This design comes from an exercise in tuning for small area, a short achievable clock period and few clock cycles per item on the open sky130 flow, not from production work. The RTL was checked by simulation tests, not by an equivalence proof against the original design. Power and IR drop assume default switching activity.

Design radix_integer_text_parser, start of the top module:
module radix_integer_text_parser #(
  parameter int ACC_WIDTH    = rtip_pkg::ACC_WIDTH_DEF,
  parameter int OFFSET_WIDTH = rtip_pkg::OFFSET_WIDTH_DEF,
  parameter int OUT_W        = ((ACC_WIDTH + OFFSET_WIDTH + 7) / 8) * 8
) (
  input  logic                               clk,
  input  logic                               rst,
  input  logic                               cfg_valid,
  output logic                               cfg_ready,
  input  logic [rtip_pkg::CFG_INDEX_W-1:0]   cfg_index,
  input  logic [rtip_pkg::CFG_DATA_W-1:0]    cfg_data,
  input  logic                               s_axis_tvalid,
  output logic                               s_axis_tready,
  input  logic [rtip_pkg::CHAR_W-1:0]        s_axis_tdata,
  input  logic                               s_axis_tlast,
  output logic                               m_axis_tvalid,
  input  logic                               m_axis_tready,
  output logic [OUT_W-1:0]                   m_axis_tdata
);
Size in the first run: about 1200 cells after synthesis, about 9400 um2 of cells after synthesis.
export LEC_CHECK = 0
export CAP_MARGIN = 20
export CORE_MARGIN = 2
export CORE_UTILIZATION = 55
export CTS_BUF_LIST = sky130_fd_sc_hd__clkbuf_8
export PLACE_DENSITY = 0.75
export SETUP_SLACK_MARGIN = 5
export SLEW_MARGIN = 20
create_clock -name core_clock -period 9.0 [get_ports {clk}]
standard.sh (not shown) runs the stock make flow with config.mk's settings and CLKGATE_MAP_FILE= SYNTH_SCRIPT=/design/flow/synth_recipe.tcl, a recipe that flattens the netlist after the stock synthesis.
==> flow/flow/run.sh <==
#!/bin/bash
set -euo pipefail
bash standard.sh \
  "BUFFER_PORTS_ARGS=-buffer_cell sky130_fd_sc_hd__buf_1" \
  SETUP_SLACK_MARGIN=5.2 \
  finish > make.log 2>&1
Testbench counts at the start, summed over its fixed seeds: cycles 28,666, chars 28,066.
Then changed:
==> flow/flow/run.sh (replaced) <==
#!/bin/bash
# The standard layout, with the smallest buffer on the ports and a tighter setup repair
# target. Each make step keeps its own log under orfs/logs; make's output goes to make.log.
set -euo pipefail
bash standard.sh \
  "BUFFER_PORTS_ARGS=-buffer_cell sky130_fd_sc_hd__buf_1" \
  SETUP_SLACK_MARGIN=5 \
  finish > make.log 2>&1
- CORE_UTILIZATION: 55 -> 65
- CTS_BUF_LIST: sky130_fd_sc_hd__clkbuf_8 -> sky130_fd_sc_hd__clkbuf_4
- PLACE_DENSITY: 0.75 -> 0.85
Result: The new run passed the timing, design-rule and antenna checks; critical path depth is higher by 1; maximum frequency goes down by about 2.7%; total power goes down by 5.4%; routed wire length drops by 1.7%; die area drops by about 15%; clock power is lower by about 14%; area after synthesis is unchanged; sequential share of layout area is higher by 0.84 points.
Then changed:
==> flow/flow/run.sh (replaced) <==
#!/bin/bash
set -euo pipefail
bash standard.sh \
  "BUFFER_PORTS_ARGS=-buffer_cell sky130_fd_sc_hd__buf_1" \
  finish > make.log 2>&1
- CORE_UTILIZATION: 65 -> 55
- CTS_BUF_LIST: sky130_fd_sc_hd__clkbuf_4 -> sky130_fd_sc_hd__clkbuf_8
- PLACE_DENSITY: 0.85 -> 0.75
Power increases by 5.0%.
Design area climbs by 0.41%.
Via count goes down by 2.2%.
Sequential power hardly moves.
Critical path depth does not change.
Wire length fell by 1.6%.
Worst hold slack got worse by 0.0057 ns.
Combinational power hardly moves.
Worst setup slack improved by 0.0074 ns.
Global-route usage went down by 4.5 points.
Then changed:
==> flow/flow/run.sh (replaced) <==
#!/bin/bash
# The standard layout, with the smallest buffer on the ports and a tighter setup repair
# target. Each make step keeps its own log under orfs/logs; make's output goes to make.log.
set -euo pipefail
bash standard.sh \
  "BUFFER_PORTS_ARGS=-buffer_cell sky130_fd_sc_hd__buf_1" \
  SETUP_SLACK_MARGIN=5 \
  finish > make.log 2>&1
- CORE_UTILIZATION: 55 -> 40
- CTS_BUF_LIST: sky130_fd_sc_hd__clkbuf_8 -> unset
- PLACE_DENSITY: 0.75 -> unset
After rerunning: Core utilization is lower by 15 points. Worst setup slack is worse by 0.043 ns. Hold slack is worse by 0.0069 ns. Sequential power is about the same. Clock power increases by 52%.

* * *

v42:
radix_integer_text_parser again, from the RTL that the note above started with.
// radix_integer_text_parser
module radix_integer_text_parser #(
  parameter int ACC_WIDTH    = rtip_pkg::ACC_WIDTH_DEF,
  parameter int OFFSET_WIDTH = rtip_pkg::OFFSET_WIDTH_DEF,
  parameter int OUT_W        = ((ACC_WIDTH + OFFSET_WIDTH + 7) / 8) * 8
) (
  input  logic                               clk,
  input  logic                               rst,
  input  logic                               cfg_valid,
  output logic                               cfg_ready,
  input  logic [rtip_pkg::CFG_INDEX_W-1:0]   cfg_index,
  input  logic [rtip_pkg::CFG_DATA_W-1:0]    cfg_data,
  input  logic                               s_axis_tvalid,
  output logic                               s_axis_tready,
  input  logic [rtip_pkg::CHAR_W-1:0]        s_axis_tdata,
  input  logic                               s_axis_tlast,
  output logic                               m_axis_tvalid,
  input  logic                               m_axis_tready,
  output logic [OUT_W-1:0]                   m_axis_tdata
);
export LEC_CHECK = 0
export CAP_MARGIN = 20
export CORE_MARGIN = 2
export CORE_UTILIZATION = 55
export CTS_BUF_LIST = sky130_fd_sc_hd__clkbuf_8
export PLACE_DENSITY = 0.75
export SETUP_SLACK_MARGIN = 5
export SLEW_MARGIN = 20
create_clock -name core_clock -period 9.0 [get_ports {clk}]
run.sh (not shown) runs the stock make flow with config.mk's settings and CLKGATE_MAP_FILE= SYNTH_SCRIPT=/design/flow/synth_recipe.tcl, a recipe that flattens the netlist after the stock synthesis.
Stock flow here: none of the scripts above is used.
v42: all stages complete, timing, DRC and antenna checks passed
Testbench counts of v42, summed over its fixed seeds: cycles 28,666, chars 28,066.
[inputs] v12 vs v42
- GPL_TIMING_DRIVEN: unset -> 0
==> flow/flow/run.sh (new file) <==
#!/bin/bash
set -euo pipefail
bash standard.sh \
  "BUFFER_PORTS_ARGS=-buffer_cell sky130_fd_sc_hd__buf_1" \
  finish > make.log 2>&1
==> flow/standard.sh (new file) <==
#!/bin/bash
# synth_recipe.tcl (not shown) runs the flow's synth.tcl, then flattens the netlist and writes it again
# the make line also repeats each setting of config.mk as NAME=value (left out here)
make -C /OpenROAD-flow-scripts/flow DESIGN_CONFIG=/design/flow/config.mk WORK_HOME=/design/flow/orfs CLKGATE_MAP_FILE= SYNTH_SCRIPT=/design/flow/synth_recipe.tcl "${@:-finish}"
removed: flow/run.sh
Findings:
Diff v42 -> v12: worst hold slack barely changed; final standard cell area without fillers dropped 2.1%; clock-buffer cell count barely changed.
The following lists how v30 was set up differently from v12:
- GPL_TIMING_DRIVEN: 0 -> unset
- CTS_BUF_LIST: sky130_fd_sc_hd__clkbuf_8 -> sky130_fd_sc_hd__clkbuf_4 sky130_fd_sc_hd__clkbuf_8
- PLACE_DENSITY: 0.75 -> unset
- CORE_UTILIZATION: 55 -> 40
==> flow/flow/run.sh <==
#!/bin/bash
# The standard layout, with the smallest buffer on the ports and a tighter setup repair
# target. Each make step keeps its own log under orfs/logs; make's output goes to make.log.
set -euo pipefail
bash standard.sh \
  "BUFFER_PORTS_ARGS=-buffer_cell sky130_fd_sc_hd__buf_1" \
  SETUP_SLACK_MARGIN=5 \
  finish > make.log 2>&1
The estimated power of v30 ends up lower than the estimate for v12. The area of the placeable core in v30 is 1.4 times that in v12. Relative to v12, the count of buffers not belonging to the clock network in the layout measured on v30 has decreased by more than a quarter. Higher number of vias per cell goes to v12 over v30. Worst setup slack delta for v30 relative to v12: 0.0071 ns higher.
Relative to v30, the following input files were edited for v34:
- a change of CORE_UTILIZATION from 40 to 65
- an added PLACE_DENSITY of 0.85
- a change of CTS_BUF_LIST from sky130_fd_sc_hd__clkbuf_4 sky130_fd_sc_hd__clkbuf_8 to sky130_fd_sc_hd__clkbuf_8
==> comparison <==
v30 reports its last element of the critical path as acc[63]$_DFF_P_ while v34 reports acc[44]$_DFF_P_. Worst relative slew slack in v34 is 0.94 points above v30. Delta (v34 minus v30): overall global routing resource usage now sits higher; post-layout minimum cycle time lost 0.063 ns; sequential share of power +0.7 points. Summary of the comparison: count of standard-cell rows is lower in v34, relative to v30. Vias: v34 above v30.
Here is what was changed in the inputs of v43 compared with v34.
- a deleted PLACE_DENSITY that had been 0.85
- a change of CORE_UTILIZATION from 65 to 40
--- outcome ---
Summary of v43 over v34: fraction of area in multi-input gates lost 0.76 points, cell area after layout picked up an extra 160 um2, post-route non-filler standard cell count picked up an extra about 9%, via count lost 260. Total standard cell area after synthesis came out exactly the same in v34 and v43. Comparing v34 and v43, first-pass GRT wire length is higher on v43. Delta (v43 minus v34): transition time of the tightest slew-check pin saw an increase; combinational share of power saw little to no change.
Changes in v37 relative to v43:
- PLACE_DENSITY newly set to 0.75
- CTS_BUF_LIST changed from sky130_fd_sc_hd__clkbuf_8 to sky130_fd_sc_hd__clkbuf_4
- CORE_UTILIZATION changed from 40 to 55
==> flow/flow/run.sh <==
#!/bin/bash
set -euo pipefail
bash standard.sh \
  "BUFFER_PORTS_ARGS=-buffer_cell sky130_fd_sc_hd__buf_1" \
  finish > make.log 2>&1
## What came out
Row final instance count without filler cells: v37 lower / v43 higher. Relative to v43, the largest net degree at the start of global routing measured on v37 has increased by more than a quarter. Having completed the whole flow, v37 delivered a layout that passed the timing, design-rule and antenna checks. Design internal power in v37 is 0.13 mW below v43. Relative to v43, total global routing track utilization has increased by 5.9 points in v37. v37 vs. v43: area of the core saw a decrease; ratio of total power to cell area fell by 8.4%; total nets after synthesis held steady.

* * *

Starting RTL as in the previous note.
==> flow/config.mk <==
export PLATFORM = sky130hd
export DESIGN_NAME = radix_integer_text_parser
export DESIGN_NICKNAME = radix_integer_text_parser
export VERILOG_FILES = /design/flow/design.v
export SDC_FILE = /design/flow/constraint.sdc
export NUM_CORES = 4
export LEC_CHECK = 0
export CAP_MARGIN = 20
export CORE_MARGIN = 2
export CORE_UTILIZATION = 40
export SETUP_SLACK_MARGIN = 5
export SLEW_MARGIN = 20
export TNS_END_PERCENT = 0
==> flow/constraint.sdc <==
create_clock -name core_clock -period 9.0 [get_ports {clk}]
set_input_delay 1.8000 -clock core_clock [delete_from_list [all_inputs] [get_ports {clk}]]
set_output_delay 1.8000 -clock core_clock [all_outputs]
set_load 0.01 [all_outputs]
standard.sh (not shown) runs the stock make flow with config.mk's settings and CLKGATE_MAP_FILE= SYNTH_SCRIPT=/design/flow/synth_recipe.tcl, a recipe that flattens the netlist after the stock synthesis.
==> flow/flow/run.sh <==
#!/bin/bash
# The standard layout, with the smallest buffer on the ports and a tighter setup repair
# target. Each make step keeps its own log under orfs/logs; make's output goes to make.log.
set -euo pipefail
bash standard.sh \
  "BUFFER_PORTS_ARGS=-buffer_cell sky130_fd_sc_hd__buf_1" \
  SETUP_SLACK_MARGIN=5 \
  finish > make.log 2>&1
The first run completed with no timing, DRC or antenna violations.
Testbench counts at the start, summed over its fixed seeds: cycles 28,666, chars 28,066.
==> next run, changes <==
==> flow/run.sh (new file) <==
#!/bin/bash
# synth_recipe.tcl (not shown) runs the flow's synth.tcl, then flattens the netlist and writes it again
# the make line also repeats each setting of config.mk as NAME=value (left out here)
make -C /OpenROAD-flow-scripts/flow DESIGN_CONFIG=/design/flow/config.mk WORK_HOME=/design/flow/orfs CLKGATE_MAP_FILE= SYNTH_SCRIPT=/design/flow/synth_recipe.tcl finish
--- a/flow/config.mk
+++ b/flow/config.mk
@@ -13 +12,0 @@
-export TNS_END_PERCENT = 0
removed: flow/flow/run.sh
removed: flow/standard.sh
Result: The new run finished clean; design area grows by 6.9%; combinational power grows by 9.6%; core utilization grows by 3.2 points; total power grows by 3.0%; via count stays flat; routed wire length grows by 3.8%.
==> next run, changes <==
==> flow/flow/run.sh (new file) <==
#!/bin/bash
# The standard layout, with the smallest buffer on the ports and a tighter setup repair
# target. Each make step keeps its own log under orfs/logs; make's output goes to make.log.
set -euo pipefail
bash standard.sh \
  "BUFFER_PORTS_ARGS=-buffer_cell sky130_fd_sc_hd__buf_1" \
  SETUP_SLACK_MARGIN=5 \
  finish > make.log 2>&1
==> flow/standard.sh (new file) <==
#!/bin/bash
# synth_recipe.tcl (not shown) runs the flow's synth.tcl, then flattens the netlist and writes it again
# the make line also repeats each setting of config.mk as NAME=value (left out here)
make -C /OpenROAD-flow-scripts/flow DESIGN_CONFIG=/design/flow/config.mk WORK_HOME=/design/flow/orfs CLKGATE_MAP_FILE= SYNTH_SCRIPT=/design/flow/synth_recipe.tcl "${@:-finish}"
--- a/flow/config.mk
+++ b/flow/config.mk
@@ -10 +10,3 @@
-export CORE_UTILIZATION = 40
+export CORE_UTILIZATION = 55
+export CTS_BUF_LIST = sky130_fd_sc_hd__clkbuf_8
+export PLACE_DENSITY = 0.75
removed: flow/run.sh
=>
- The changed run went through all stages and came out clean
- routed wire length came out lower by 9.2%
- setup slack gets worse by 0.017 ns
- cell area shrinks by about 10%
- first-iteration DRC count came out higher by 19%
==> next run, changes <==
--- a/flow/flow/run.sh
+++ b/flow/flow/run.sh
@@ -7 +7 @@
-  SETUP_SLACK_MARGIN=5 \
+  SETUP_SLACK_MARGIN=5.5 \
--- a/flow/config.mk
+++ b/flow/config.mk
@@ -10,3 +10 @@
-export CORE_UTILIZATION = 55
-export CTS_BUF_LIST = sky130_fd_sc_hd__clkbuf_8
-export PLACE_DENSITY = 0.75
+export CORE_UTILIZATION = 40
=>
- The changed run finished with timing, DRC and antenna clean
- global-route usage goes down by 4.6 points
- design area goes up by 14%
- via count goes up by 3.4%
- power goes up by 20%
- first-iteration DRC count goes down by 12%

## afterwards: timing with drivers on the ports
How much do the figures lean on ideal ports? The routed layouts below were timed once more, with nothing changed but the port constraints. Step 1, drivers: a clkbuf_16 drives clk and a buf_2 each remaining input, both assumed. Step 2 adds t to the input delays and takes it off the output delays; t is the mean of the earliest and latest rising clock arrival at the registers after step 1. Input paths then give back, and output paths get back, about the clock's delay inside the block. Slacks: ideal / step 1 / step 2; pairs: ideal / step 1.
run	t, ns	setup WS [ns]	worst hold slack (ns)	cell pins on the clock port's net
the first run of note 1	0.502	5.282 / 5.282 / 4.935	0.449 / 0.449 / 0.449	1
the second run of note 1	0.605	5.180 / 5.180 / 4.794	0.453 / 0.453 / 0.453	1
the third run of note 1	0.496	5.187 / 5.187 / 4.838	0.448 / 0.448 / 0.448	1
the fourth run of note 1	0.455	5.144 / 5.144 / 5.120	0.441 / 0.441 / 0.441	1
v42	0.495	5.034 / 5.034 / 4.868	0.443 / 0.443 / 0.443	1
v12	0.499	5.113 / 5.113 / 4.750	0.444 / 0.444 / 0.444	1
v30	0.475	5.120 / 5.120 / 5.119	0.443 / 0.443 / 0.443	1
v34	0.486	5.184 / 5.184 / 4.768	0.449 / 0.449 / 0.449	1
v43	0.475	5.120 / 5.120 / 5.119	0.443 / 0.443 / 0.443	1
v37	0.593	5.164 / 5.164 / 4.835	0.453 / 0.453 / 0.453	1
the first run of note 3	0.454	5.077 / 5.077 / 4.861	0.440 / 0.440 / 0.440	1
the second run of note 3	0.463	5.204 / 5.204 / 4.946	0.441 / 0.441 / 0.441	1
the third run of note 3	0.496	5.187 / 5.187 / 4.838	0.448 / 0.448 / 0.448	1
the fourth run of note 3	0.459	5.332 / 5.332 / 5.229	0.445 / 0.445 / 0.445	1
After both steps every run listed still meets setup and hold. For v34, which loses most, drivers alone change the setup slack by 0.000 ns; drivers and shift together by -0.416 ns.
